From an optimization exercise on the open Yosys and OpenROAD flow, aimed at small area and a short achievable clock period; shortcuts taken in it are not production practice.
RTL that was checked went through simulation tests only; none was proved equivalent to the original.
No driver is modelled on the clock port, so clock power and skew are understated where the tree is cut down; a real chip needs a root buffer or a tree.
Power is estimated from default activity; no workload was simulated.

==> run a: inputs <==
Design signedMultiplier16, start of the top module:
module signedMultiplier16 (
  input  logic             clk,
  input  logic             rstN,
  input  multPkg::operandT opA,
  input  multPkg::operandT opB,
  input  logic             inValid,
  output multPkg::productT product,
  output logic             outValid
);
export LEC_CHECK = 0
export ABC_CLOCK_PERIOD_IN_PS = 2000
export CAP_MARGIN = 20
export CORE_MARGIN = 2
export CORE_UTILIZATION = 40
export SLEW_MARGIN = 20
create_clock -name core_clock -period 8.8 [get_ports {clk}]
standard.sh (not shown) runs the stock make flow with config.mk's settings and CLKGATE_MAP_FILE= SYNTH_SCRIPT=/design/flow/synth_recipe.tcl, a recipe that flattens the netlist after the stock synthesis.
==> flow/flow/run.sh <==
#!/bin/bash
set -euo pipefail
bash standard.sh SETUP_SLACK_MARGIN=6.3 finish > flow_make.log 2>&1
==> inputs of run b, as changes to run a <==
Settings changed: ABC_CLOCK_PERIOD_IN_PS 2000 to unset, CORE_UTILIZATION 40 to 65, CTS_BUF_LIST set to sky130_fd_sc_hd__clkbuf_16, CTS_CLUSTER_DIAMETER set to 150, CTS_CLUSTER_SIZE set to 40, PLACE_DENSITY set to 0.75.
==> inputs of run c, as changes to run a <==
Settings changed: ABC_CLOCK_PERIOD_IN_PS 2000 to unset, CTS_BUF_LIST set to sky130_fd_sc_hd__clkbuf_8, CTS_CLUSTER_DIAMETER set to 50, CTS_CLUSTER_SIZE set to 20.
==> metrics.yaml <==
pwr:
  ir_drop_mv: 0.2240
  p_int_uw: 2961
outcome:
  outcome: "finished clean"
final_layout:
  final_util_pct: 48.36
the above is filed under run a

==> metrics.yaml <==
routing:
  highest_layer: "met4"
  wl_met3_um: 2214
sta:
  finalCriticalPeriod_ps: 2625
outcome:
  outcome: "finished clean"
synthesis:
  synth_top_family_by_area: "adder cells"
pwr:
  clkPwrFrac_pct: 14.1
  ir_drop_mv: 0.2432
final_layout:
  final_util_pct: 77.13
cts:
  cts-root-buf: "clkbuf_16"
the above is filed under run b

==> metrics.yaml <==
pwr:
  pwr-share-comb_pct: 67.0
  p_int_uw: 2798
  ir_drop_mv: 0.1980
synthesis:
  post-synth-top-area-cell: "dfxtp_1"
outcome:
  outcome: "finished clean"
final_layout:
  final_util_pct: 47.58
  multi_input_area_um2: 6315
  n_fill_cell: 2256
the above is filed under run c


* * *

==> job 9428 <==
signedMultiplier16, a different RTL version from the one above (not shown whole).
==> flow/config.mk <==
export PLATFORM = sky130hd
export DESIGN_NAME = signedMultiplier16
export DESIGN_NICKNAME = signedMultiplier16
export VERILOG_FILES = /design/flow/design.v
export SDC_FILE = /design/flow/constraint.sdc
export NUM_CORES = 4
export LEC_CHECK = 0
export CAP_MARGIN = 20
export CORE_MARGIN = 2
export CORE_UTILIZATION = 65
export PLACE_DENSITY = 0.75
export SLEW_MARGIN = 20
export SYNTH_HIERARCHICAL = 1
export SYNTH_MINIMUM_KEEP_SIZE = 0
==> flow/constraint.sdc <==
create_clock -name core_clock -period 8.8 [get_ports {clk}]
set_input_delay 1.7600 -clock core_clock [delete_from_list [all_inputs] [get_ports {clk}]]
set_output_delay 1.7600 -clock core_clock [all_outputs]
set_load 0.01 [all_outputs]
==> flow/flow/run.sh <==
#!/bin/bash
# standard synthesis and layout, except:
# - the port buffers are the smallest buffer instead of a delay cell,
# - the clock tree is a balanced two-level tree built by flow/clock_tree.tcl
#   (root buffer, one buffer per k-means cluster of flip-flops) in place of TritonCTS.
set -euo pipefail
export FLOW_CLOCK_TREE="12 sky130_fd_sc_hd__clkbuf_16 sky130_fd_sc_hd__clkbuf_8"
bash standard.sh SETUP_SLACK_MARGIN=6.2 "BUFFER_PORTS_ARGS=-buffer_cell sky130_fd_sc_hd__buf_1" \
  PRE_CTS_TCL=$PWD/flow/clock_tree.tcl finish > flow_make.log 2>&1
==> flow/flow/clock_tree.tcl <==
# Two-level clock tree: the clock port drives one root buffer, which drives one
# buffer per cluster of flip-flops (clusters by k-means on placement).
proc my_clock_tree {nclusters rootcell leafcell} {
  set block [ord::get_db_block]
  set db [ord::get_db]
  set clknet [$block findNet clk]
  set sinks {}
  foreach it [$clknet getITerms] {
    lappend sinks $it
  }
  set pts {}
  foreach it $sinks {
    set b [[$it getInst] getBBox]
    lappend pts [list [expr {([$b xMin] + [$b xMax]) / 2.0}] [expr {([$b yMin] + [$b yMax]) / 2.0}]]
  }
  set n [llength $pts]
  # k-means, seeded by spreading over sorted x then y
  set cent {}
  set sorted [lsort -real -index 0 $pts]
  for {set k 0} {$k < $nclusters} {incr k} {
    lappend cent [lindex $sorted [expr {int(($k + 0.5) * $n / $nclusters)}]]
  }
  for {set iter 0} {$iter < 50} {incr iter} {
    set assign {}
    foreach p $pts {
      set best 0; set bd 1e30
      for {set k 0} {$k < $nclusters} {incr k} {
        set c [lindex $cent $k]
        set d [expr {abs([lindex $p 0] - [lindex $c 0]) + abs([lindex $p 1] - [lindex $c 1])}]
        if {$d < $bd} { set bd $d; set best $k }
      }
      lappend assign $best
    }
    set newc {}
    for {set k 0} {$k < $nclusters} {incr k} {
      set sx 0; set sy 0; set m 0
      foreach p $pts a $assign {
        if {$a == $k} { set sx [expr {$sx + [lindex $p 0]}]; set sy [expr {$sy + [lindex $p 1]}]; incr m }
      }
      if {$m > 0} { lappend newc [list [expr {$sx / $m}] [expr {$sy / $m}]] } else { lappend newc [lindex $cent $k] }
    }
    set cent $newc
  }
  set rmaster [$db findMaster $rootcell]
  set lmaster [$db findMaster $leafcell]
  # root buffer at the centre of the leaf buffers
  set rx 0; set ry 0
  foreach c $cent { set rx [expr {$rx + [lindex $c 0]}]; set ry [expr {$ry + [lindex $c 1]}] }
  set rx [expr {int($rx / $nclusters)}]; set ry [expr {int($ry / $nclusters)}]
  set root [odb::dbInst_create $block $rmaster "clkbuf_root"]
  $root setLocation $rx $ry
  $root setPlacementStatus PLACED
  set rootnet [odb::dbNet_create $block "clknet_root"]
  $rootnet setSigType CLOCK
  foreach it $sinks { $it disconnect }
  [$root findITerm A] connect $clknet
  [$root findITerm X] connect $rootnet
  for {set k 0} {$k < $nclusters} {incr k} {
    set c [lindex $cent $k]
    set leaf [odb::dbInst_create $block $lmaster "clkbuf_leaf_$k"]
    $leaf setLocation [expr {int([lindex $c 0])}] [expr {int([lindex $c 1])}]
    $leaf setPlacementStatus PLACED
    set net [odb::dbNet_create $block "clknet_leaf_$k"]
    $net setSigType CLOCK
    [$leaf findITerm A] connect $rootnet
    [$leaf findITerm X] connect $net
    foreach it $sinks a $assign {
      if {$a == $k} { $it connect $net }
    }
  }
}

# Used as ORFS's PRE_CTS_TCL hook: build the tree here, and leave the CTS step's
# clock_tree_synthesis call nothing to do.
if {[info exists ::env(FLOW_CLOCK_TREE)]} {
  my_clock_tree {*}$::env(FLOW_CLOCK_TREE)
  set_propagated_clock [all_clocks]
  proc clock_tree_synthesis {args} { puts "clock tree built by flow/clock_tree.tcl" }
}
==> inputs of job 7895, as changes to job 9428 <==
--- a/flow/flow/run.sh
+++ b/flow/flow/run.sh
@@ -5,5 +5,5 @@
 #   (root buffer, one buffer per k-means cluster of flip-flops) in place of TritonCTS.
 set -euo pipefail
-export FLOW_CLOCK_TREE="12 sky130_fd_sc_hd__clkbuf_16 sky130_fd_sc_hd__clkbuf_8"
+export FLOW_CLOCK_TREE="8 sky130_fd_sc_hd__clkbuf_16 sky130_fd_sc_hd__clkbuf_16"
 bash standard.sh SETUP_SLACK_MARGIN=6.2 "BUFFER_PORTS_ARGS=-buffer_cell sky130_fd_sc_hd__buf_1" \
   PRE_CTS_TCL=$PWD/flow/clock_tree.tcl finish > flow_make.log 2>&1
==> inputs of job 5424, as changes to job 9428 <==
--- a/flow/flow/run.sh
+++ b/flow/flow/run.sh
@@ -5,5 +5,5 @@
 #   (root buffer, one buffer per k-means cluster of flip-flops) in place of TritonCTS.
 set -euo pipefail
-export FLOW_CLOCK_TREE="12 sky130_fd_sc_hd__clkbuf_16 sky130_fd_sc_hd__clkbuf_8"
+export FLOW_CLOCK_TREE="8 sky130_fd_sc_hd__clkbuf_16 sky130_fd_sc_hd__clkbuf_16"
 bash standard.sh SETUP_SLACK_MARGIN=6.2 "BUFFER_PORTS_ARGS=-buffer_cell sky130_fd_sc_hd__buf_1" \
   PRE_CTS_TCL=$PWD/flow/clock_tree.tcl finish > flow_make.log 2>&1
--- a/flow/config.mk
+++ b/flow/config.mk
@@ -8,6 +8,6 @@
 export CAP_MARGIN = 20
 export CORE_MARGIN = 2
-export CORE_UTILIZATION = 65
-export PLACE_DENSITY = 0.75
+export CORE_UTILIZATION = 75
+export PLACE_DENSITY = 0.85
 export SLEW_MARGIN = 20
 export SYNTH_HIERARCHICAL = 1
==> comparison table <==
Result of the run: job 5424 no timing/DRC/antenna violations; job 7895 no timing/DRC/antenna violations; job 9428 no timing/DRC/antenna violations
Number of cell instances on the worst register-to-register path: job 5424 10; job 7895 9; job 9428 9
Fraction of power spent switching nets: job 5424 45.0%; job 7895 43.5%; job 9428 43.9%
Fraction of power consumed by the clock network: job 5424 8.1%; job 7895 8.3%; job 9428 7.2%
Setup CP Type: job 5424 reg -> reg; job 7895 reg -> out; job 9428 reg -> out
Worst IR Drop VDD: job 5424 0.271 mV; job 7895 0.255 mV; job 9428 0.287 mV
Vertical extent of the die: job 5424 123 µm; job 7895 131 µm; job 9428 131 µm
Origin of the critical flop-to-flop path: job 5424 productMerge_inst.cutR[36]; job 7895 productMerge_inst.cutR[31]; job 9428 productMerge_inst.cutR[12]
Met3 routed WL: job 5424 2.26 mm; job 7895 1.38 mm; job 9428 1.46 mm
Total wirelength of the detailed-routed design: job 5424 22.8 mm; job 7895 21.2 mm; job 9428 21.4 mm
Fraction of final layout cells with drive strength greater than 1: job 5424 17.7%; job 7895 16.6%; job 9428 18.0%
Pre-CTS setup slack: job 5424 5.84 ns; job 7895 5.84 ns; job 9428 5.84 ns
Sum of buffers and inverters on the critical path: job 5424 0; job 7895 1; job 9428 1
Least setup slack across all paths after layout: job 5424 6.17 ns; job 7895 6.21 ns; job 9428 6.22 ns
In every run of this note, the design's own scripts or RTL, not TritonCTS, make the clock network.

* * *

==> build 52 <==
signedMultiplier16 again, from the RTL that the note above started with.
==> flow/config.mk <==
export PLATFORM = sky130hd
export DESIGN_NAME = signedMultiplier16
export DESIGN_NICKNAME = signedMultiplier16
export VERILOG_FILES = /design/flow/design.v
export SDC_FILE = /design/flow/constraint.sdc
export NUM_CORES = 4
export LEC_CHECK = 0
export CAP_MARGIN = 0
export CORE_MARGIN = 2
export CORE_UTILIZATION = 65
export PLACE_DENSITY = 0.75
export SLEW_MARGIN = 0
export SYNTH_HIERARCHICAL = 1
export SYNTH_MINIMUM_KEEP_SIZE = 0
==> flow/constraint.sdc <==
create_clock -name core_clock -period 8.8 [get_ports {clk}]
set_input_delay 1.7600 -clock core_clock [delete_from_list [all_inputs] [get_ports {clk}]]
set_output_delay 1.7600 -clock core_clock [all_outputs]
set_load 0.01 [all_outputs]
==> flow/flow/run.sh <==
#!/bin/bash
# standard synthesis and layout, except:
# - the port buffers are the smallest buffer instead of a delay cell,
# - the clock tree is a balanced two-level tree built by flow/clock_tree.tcl
#   (root buffer, one buffer per k-means cluster of flip-flops) in place of TritonCTS.
set -euo pipefail
export FLOW_CLOCK_TREE="12 sky130_fd_sc_hd__clkbuf_16 sky130_fd_sc_hd__clkbuf_8"
bash standard.sh SETUP_SLACK_MARGIN=6.2 "BUFFER_PORTS_ARGS=-buffer_cell sky130_fd_sc_hd__buf_1" \
  PRE_CTS_TCL=$PWD/flow/clock_tree.tcl finish > flow_make.log 2>&1
Scripts as last shown in full above: flow/flow/clock_tree.tcl
==> trial 53 (differences from build 52) <==
--- a/flow/design.v
+++ b/flow/design.v
@@ -83,15 +83,16 @@
   logic s63, k63, s64, k64, s65, k65, s66, k66, s67, k67;
   logic s68, k68, s69, k69, s70, k70, s71, k71, s72, k72;
   logic s73, k73, s74, k74, s75, k75, s76, k76, s77, k77;
   logic s78, k78, s79, k79, s80, k80, s81, k81, s82, k82;
   logic s83, k83, s84, k84, s85, k85, s86, k86, s87, k87;
   logic s88, k88, s89, k89, s90, k90, s91, k91, s92, k92;
-  logic s93, k93, t94, g94, t95, g95, t96, g96, t105, g105;
-  logic t106, g106, s107, k107, s108, k108, s109, k109, s110, k110;
-  logic s111, k111, s112, k112;
+  logic s93, k93, t94, g94, t95, g95, t96, g96, t97, g97;
+  logic t98, g98, t99, g99, t100, g100, t101, g101, t102, g102;
+  logic t103, g103, t104, g104, t105, g105, t106, g106, s107, k107;
+  logic s108, k108, s109, k109, s110, k110, s111, k111, s112, k112;
   assign pp0_0 = ((oneR[0] & aR[0]) | (twoR[0] & 1'b0)) ^ negR[0];
   assign pp0_1 = ((oneR[0] & aR[1]) | (twoR[0] & aR[0])) ^ negR[0];
   assign pp0_2 = ((oneR[0] & aR[2]) | (twoR[0] & aR[1])) ^ negR[0];
   assign pp0_3 = ((oneR[0] & aR[3]) | (twoR[0] & aR[2])) ^ negR[0];
   assign pp0_4 = ((oneR[0] & aR[4]) | (twoR[0] & aR[3])) ^ negR[0];
   assign pp0_5 = ((oneR[0] & aR[5]) | (twoR[0] & aR[4])) ^ negR[0];
@@ -318,12 +319,20 @@
   fullAdder us91 (.x(s27), .y(k64), .z(s65), .s(s91), .c(k91));
   fullAdder us92 (.x(s29), .y(k65), .z(s66), .s(s92), .c(k92));
   fullAdder us93 (.x(s32), .y(k66), .z(s67), .s(s93), .c(k93));
   assign {g94, t94} = {s34 & k67, s34 ^ k67};
   assign {g95, t95} = {s36 & k68, s36 ^ k68};
   assign {g96, t96} = {s38 & k69, s38 ^ k69};
+  assign {g97, t97} = {s40 & k70, s40 ^ k70};
+  assign {g98, t98} = {s42 & k71, s42 ^ k71};
+  assign {g99, t99} = {s44 & k72, s44 ^ k72};
+  assign {g100, t100} = {s46 & k73, s46 ^ k73};
+  assign {g101, t101} = {s48 & k74, s48 ^ k74};
+  assign {g102, t102} = {s50 & k75, s50 ^ k75};
+  assign {g103, t103} = {s52 & k76, s52 ^ k76};
+  assign {g104, t104} = {s54 & k77, s54 ^ k77};
   assign {g105, t105} = {k54 & s79, k54 ^ s79};
   assign {g106, t106} = {k56 & s80, k56 ^ s80};
   fullAdder us107 (.x(s59), .y(k80), .z(s81), .s(s107), .c(k107));
   fullAdder us108 (.x(k59), .y(s82), .z(k81), .s(s108), .c(k108));
   fullAdder us109 (.x(k60), .y(s83), .z(k82), .s(s109), .c(k109));
   fullAdder us110 (.x(pp7_13), .y(s84), .z(k83), .s(s110), .c(k110));
@@ -335,36 +344,36 @@
   assign cutBits[3] = s69;
   assign cutBits[4] = t95;
   assign cutBits[5] = g95;
   assign cutBits[6] = s70;
   assign cutBits[7] = t96;
   assign cutBits[8] = g96;
-  assign cutBits[9] = s40;
-  assign cutBits[10] = k70;
-  assign cutBits[11] = s71;
-  assign cutBits[12] = s42;
-  assign cutBits[13] = k71;
-  assign cutBits[14] = s72;
-  assign cutBits[15] = s44;
-  assign cutBits[16] = k72;
-  assign cutBits[17] = s73;
-  assign cutBits[18] = s46;
-  assign cutBits[19] = k73;
-  assign cutBits[20] = s74;
-  assign cutBits[21] = s48;
-  assign cutBits[22] = k74;
-  assign cutBits[23] = s75;
-  assign cutBits[24] = s50;
-  assign cutBits[25] = k75;
-  assign cutBits[26] = s76;
-  assign cutBits[27] = s52;
-  assign cutBits[28] = k76;
-  assign cutBits[29] = s77;
-  assign cutBits[30] = s54;
-  assign cutBits[31] = k77;
-  assign cutBits[32] = s78;
+  assign cutBits[9] = s71;
+  assign cutBits[10] = t97;
+  assign cutBits[11] = g97;
+  assign cutBits[12] = s72;
+  assign cutBits[13] = t98;
+  assign cutBits[14] = g98;
+  assign cutBits[15] = s73;
+  assign cutBits[16] = t99;
+  assign cutBits[17] = g99;
+  assign cutBits[18] = s74;
+  assign cutBits[19] = t100;
+  assign cutBits[20] = g100;
+  assign cutBits[21] = s75;
+  assign cutBits[22] = t101;
+  assign cutBits[23] = g101;
+  assign cutBits[24] = s76;
+  assign cutBits[25] = t102;
+  assign cutBits[26] = g102;
+  assign cutBits[27] = s77;
+  assign cutBits[28] = t103;
+  assign cutBits[29] = g103;
+  assign cutBits[30] = s78;
+  assign cutBits[31] = t104;
+  assign cutBits[32] = g104;
   assign cutBits[33] = k78;
   assign cutBits[34] = t105;
   assign cutBits[35] = g105;
   assign cutBits[36] = k79;
   assign cutBits[37] = t106;
   assign cutBits[38] = g106;
@@ -432,16 +441,16 @@
   output logic                      outValid
 );
   logic                      treeValid;
   logic [74-1:0]    cutR;
   logic [32-1:0] rowA;
   logic [32-1:0] rowB;
-  logic s68, t94, g94, s69, t95, g95, s70, t96, g96, s40;
-  logic k70, s71, s42, k71, s72, s44, k72, s73, s46, k73;
-  logic s74, s48, k74, s75, s50, k75, s76, s52, k76, s77;
-  logic s54, k77, s78, k78, t105, g105, k79, t106, g106, negR_0;
+  logic s68, t94, g94, s69, t95, g95, s70, t96, g96, s71;
+  logic t97, g97, s72, t98, g98, s73, t99, g99, s74, t100;
+  logic g100, s75, t101, g101, s76, t102, g102, s77, t103, g103;
+  logic s78, t104, g104, k78, t105, g105, k79, t106, g106, negR_0;
   logic pp0_0, pp0_1, s85, pp1_0, k85, s86, k86, s87, k87, s88;
   logic k88, s89, k89, s90, k90, s91, k91, s92, k92, s93;
   logic k93, s107, k107, s108, k108, s109, k109, s110, k110, s111;
   logic k111, s112, k112, pp7_16, s94, k94, s95, k95, s96, k96;
   logic s97, k97, s98, k98, s99, k99, s100, k100, s101, k101;
   logic s102, k102, s103, k103, s104, k104, s105, k105, s106, k106;
@@ -461,36 +470,36 @@
   assign s69 = cutR[3];
   assign t95 = cutR[4];
   assign g95 = cutR[5];
   assign s70 = cutR[6];
   assign t96 = cutR[7];
   assign g96 = cutR[8];
-  assign s40 = cutR[9];
-  assign k70 = cutR[10];
-  assign s71 = cutR[11];
-  assign s42 = cutR[12];
-  assign k71 = cutR[13];
-  assign s72 = cutR[14];
-  assign s44 = cutR[15];
-  assign k72 = cutR[16];
-  assign s73 = cutR[17];
-  assign s46 = cutR[18];
-  assign k73 = cutR[19];
-  assign s74 = cutR[20];
-  assign s48 = cutR[21];
-  assign k74 = cutR[22];
-  assign s75 = cutR[23];
-  assign s50 = cutR[24];
-  assign k75 = cutR[25];
-  assign s76 = cutR[26];
-  assign s52 = cutR[27];
-  assign k76 = cutR[28];
-  assign s77 = cutR[29];
-  assign s54 = cutR[30];
-  assign k77 = cutR[31];
-  assign s78 = cutR[32];
+  assign s71 = cutR[9];
+  assign t97 = cutR[10];
+  assign g97 = cutR[11];
+  assign s72 = cutR[12];
+  assign t98 = cutR[13];
+  assign g98 = cutR[14];
+  assign s73 = cutR[15];
+  assign t99 = cutR[16];
+  assign g99 = cutR[17];
+  assign s74 = cutR[18];
+  assign t100 = cutR[19];
+  assign g100 = cutR[20];
+  assign s75 = cutR[21];
+  assign t101 = cutR[22];
+  assign g101 = cutR[23];
+  assign s76 = cutR[24];
+  assign t102 = cutR[25];
+  assign g102 = cutR[26];
+  assign s77 = cutR[27];
+  assign t103 = cutR[28];
+  assign g103 = cutR[29];
+  assign s78 = cutR[30];
+  assign t104 = cutR[31];
+  assign g104 = cutR[32];
   assign k78 = cutR[33];
   assign t105 = cutR[34];
   assign g105 = cutR[35];
   assign k79 = cutR[36];
   assign t106 = cutR[37];
   assign g106 = cutR[38];
@@ -532,20 +541,28 @@
   assign s94 = t94 ^ s68;
   assign k94 = g94 | (t94 & s68);
   assign s95 = t95 ^ s69;
   assign k95 = g95 | (t95 & s69);
   assign s96 = t96 ^ s70;
   assign k96 = g96 | (t96 & s70);
-  fullAdder us97 (.x(s40), .y(k70), .z(s71), .s(s97), .c(k97));
-  fullAdder us98 (.x(s42), .y(k71), .z(s72), .s(s98), .c(k98));
-  fullAdder us99 (.x(s44), .y(k72), .z(s73), .s(s99), .c(k99));
-  fullAdder us100 (.x(s46), .y(k73), .z(s74), .s(s100), .c(k100));
-  fullAdder us101 (.x(s48), .y(k74), .z(s75), .s(s101), .c(k101));
-  fullAdder us102 (.x(s50), .y(k75), .z(s76), .s(s102), .c(k102));
-  fullAdder us103 (.x(s52), .y(k76), .z(s77), .s(s103), .c(k103));
-  fullAdder us104 (.x(s54), .y(k77), .z(s78), .s(s104), .c(k104));
+  assign s97 = t97 ^ s71;
+  assign k97 = g97 | (t97 & s71);
+  assign s98 = t98 ^ s72;
+  assign k98 = g98 | (t98 & s72);
+  assign s99 = t99 ^ s73;
+  assign k99 = g99 | (t99 & s73);
+  assign s100 = t100 ^ s74;
+  assign k100 = g100 | (t100 & s74);
+  assign s101 = t101 ^ s75;
+  assign k101 = g101 | (t101 & s75);
+  assign s102 = t102 ^ s76;
+  assign k102 = g102 | (t102 & s76);
+  assign s103 = t103 ^ s77;
+  assign k103 = g103 | (t103 & s77);
+  assign s104 = t104 ^ s78;
+  assign k104 = g104 | (t104 & s78);
   assign s105 = t105 ^ k78;
   assign k105 = g105 | (t105 & k78);
   assign s106 = t106 ^ k79;
   assign k106 = g106 | (t106 & k79);
   assign rowA[0] = negR_0;
   assign rowB[0] = pp0_0;
==> flow/flow/run.sh (replaced) <==
#!/bin/bash
# standard synthesis and layout, except:
# - the port buffers are the smallest buffer instead of a delay cell,
# - the clock tree is a balanced two-level tree built by flow/clock_tree.tcl
#   (root buffer, one buffer per k-means cluster of flip-flops) in place of TritonCTS.
set -euo pipefail
export FLOW_CLOCK_TREE="8 sky130_fd_sc_hd__clkbuf_16 sky130_fd_sc_hd__clkbuf_16"
bash standard.sh SETUP_SLACK_MARGIN=6.3 "BUFFER_PORTS_ARGS=-buffer_cell sky130_fd_sc_hd__buf_1" \
  PRE_CTS_TCL=$PWD/flow/clock_tree.tcl finish > flow_make.log 2>&1
Settings changed: CAP_MARGIN 0 to 20, SLEW_MARGIN 0 to 20.
==> build 80 (differences from build 52) <==
==> flow/flow/run.sh (replaced) <==
#!/bin/bash
# standard synthesis and layout, except:
# - the port buffers are the smallest buffer instead of a delay cell,
# - the clock tree is a balanced two-level tree built by flow/clock_tree.tcl
#   (root buffer, one buffer per k-means cluster of flip-flops) in place of TritonCTS.
set -euo pipefail
export FLOW_CLOCK_TREE="8 sky130_fd_sc_hd__clkbuf_16 sky130_fd_sc_hd__clkbuf_16"
bash standard.sh SETUP_SLACK_MARGIN=6.4 "BUFFER_PORTS_ARGS=-buffer_cell sky130_fd_sc_hd__buf_1" \
  PRE_CTS_TCL=$PWD/flow/clock_tree.tcl finish > flow_make.log 2>&1
Settings changed: CAP_MARGIN 0 to 20, SLEW_MARGIN 0 to 20.
==> run summary <==
- Build 52 went through all stages and came out clean. Build 80 completed with no timing, DRC or antenna violations. Trial 53 finished clean.
- Worst hold slack: build 80 < trial 53 < build 52.
- Register-to-register slack: build 80 is higher than trial 53 (0.02 ns).
- Sequential power is about the same in build 52 and build 80.
- Of build 80 and build 52, build 80 has the higher clock power (gap 13%, measured against build 52).
- Between build 52 and trial 53, the lower area after synthesis is in build 52 (gap about 1.3%, measured against trial 53).
- Sequential share of layout area, highest first: build 52, trial 53, build 80.
- Against trial 53, the final cell count of build 80 is lower by about 0.7%.
Function not checked in trial 53: the RTL went through the layout flow alone. No run of this note takes its clock network from TritonCTS; it comes from the design's own scripts or RTL.

==> afterwards: timing with drivers on the ports <==
The results above use ideal ports. As a check the final layouts listed here were re-extracted and re-timed, cells and wires unchanged.
Step 1, drivers: a clkbuf_16 drives clk and a buf_2 each remaining input, both assumed.
Step 2, shift: input delay + t, output delay - t, t = (earliest + latest rising clock arrival at the registers) / 2. This alone moves slack from input paths to output paths.
a / b / c = ideal ports / drivers / drivers and shift; a / b = the first two.
run	t, ns	slack for setup (ns)	hold WS [ns]	clock arrival spread, ns
run a	0.456	6.168 / 6.143 / 6.121	0.435 / 0.435 / 0.435	0.009 / 0.010
run b	0.470	6.175 / 6.129 / 6.099	0.444 / 0.444 / 0.444	0.009 / 0.008
run c	0.487	6.136 / 6.100 / 6.123	0.441 / 0.441 / 0.441	0.016 / 0.015
job 9428	0.413	6.222 / 6.177 / 6.244	0.433 / 0.433 / 0.433	0.048 / 0.048
job 7895	0.423	6.208 / 6.164 / 6.215	0.429 / 0.429 / 0.429	0.044 / 0.044
job 5424	0.423	6.171 / 6.171 / 6.171	0.428 / 0.428 / 0.428	0.044 / 0.044
build 52	0.413	6.222 / 6.177 / 6.244	0.433 / 0.433 / 0.433	0.048 / 0.048
trial 53	0.425	6.197 / 6.153 / 6.237	0.427 / 0.427 / 0.427	0.044 / 0.043
build 80	0.429	6.208 / 6.162 / 6.259	0.426 / 0.426 / 0.426	0.033 / 0.033
After both steps every run listed still meets setup and hold. The setup slack of run b, which loses most, moves by -0.046 ns with the drivers and by -0.076 ns with both steps.
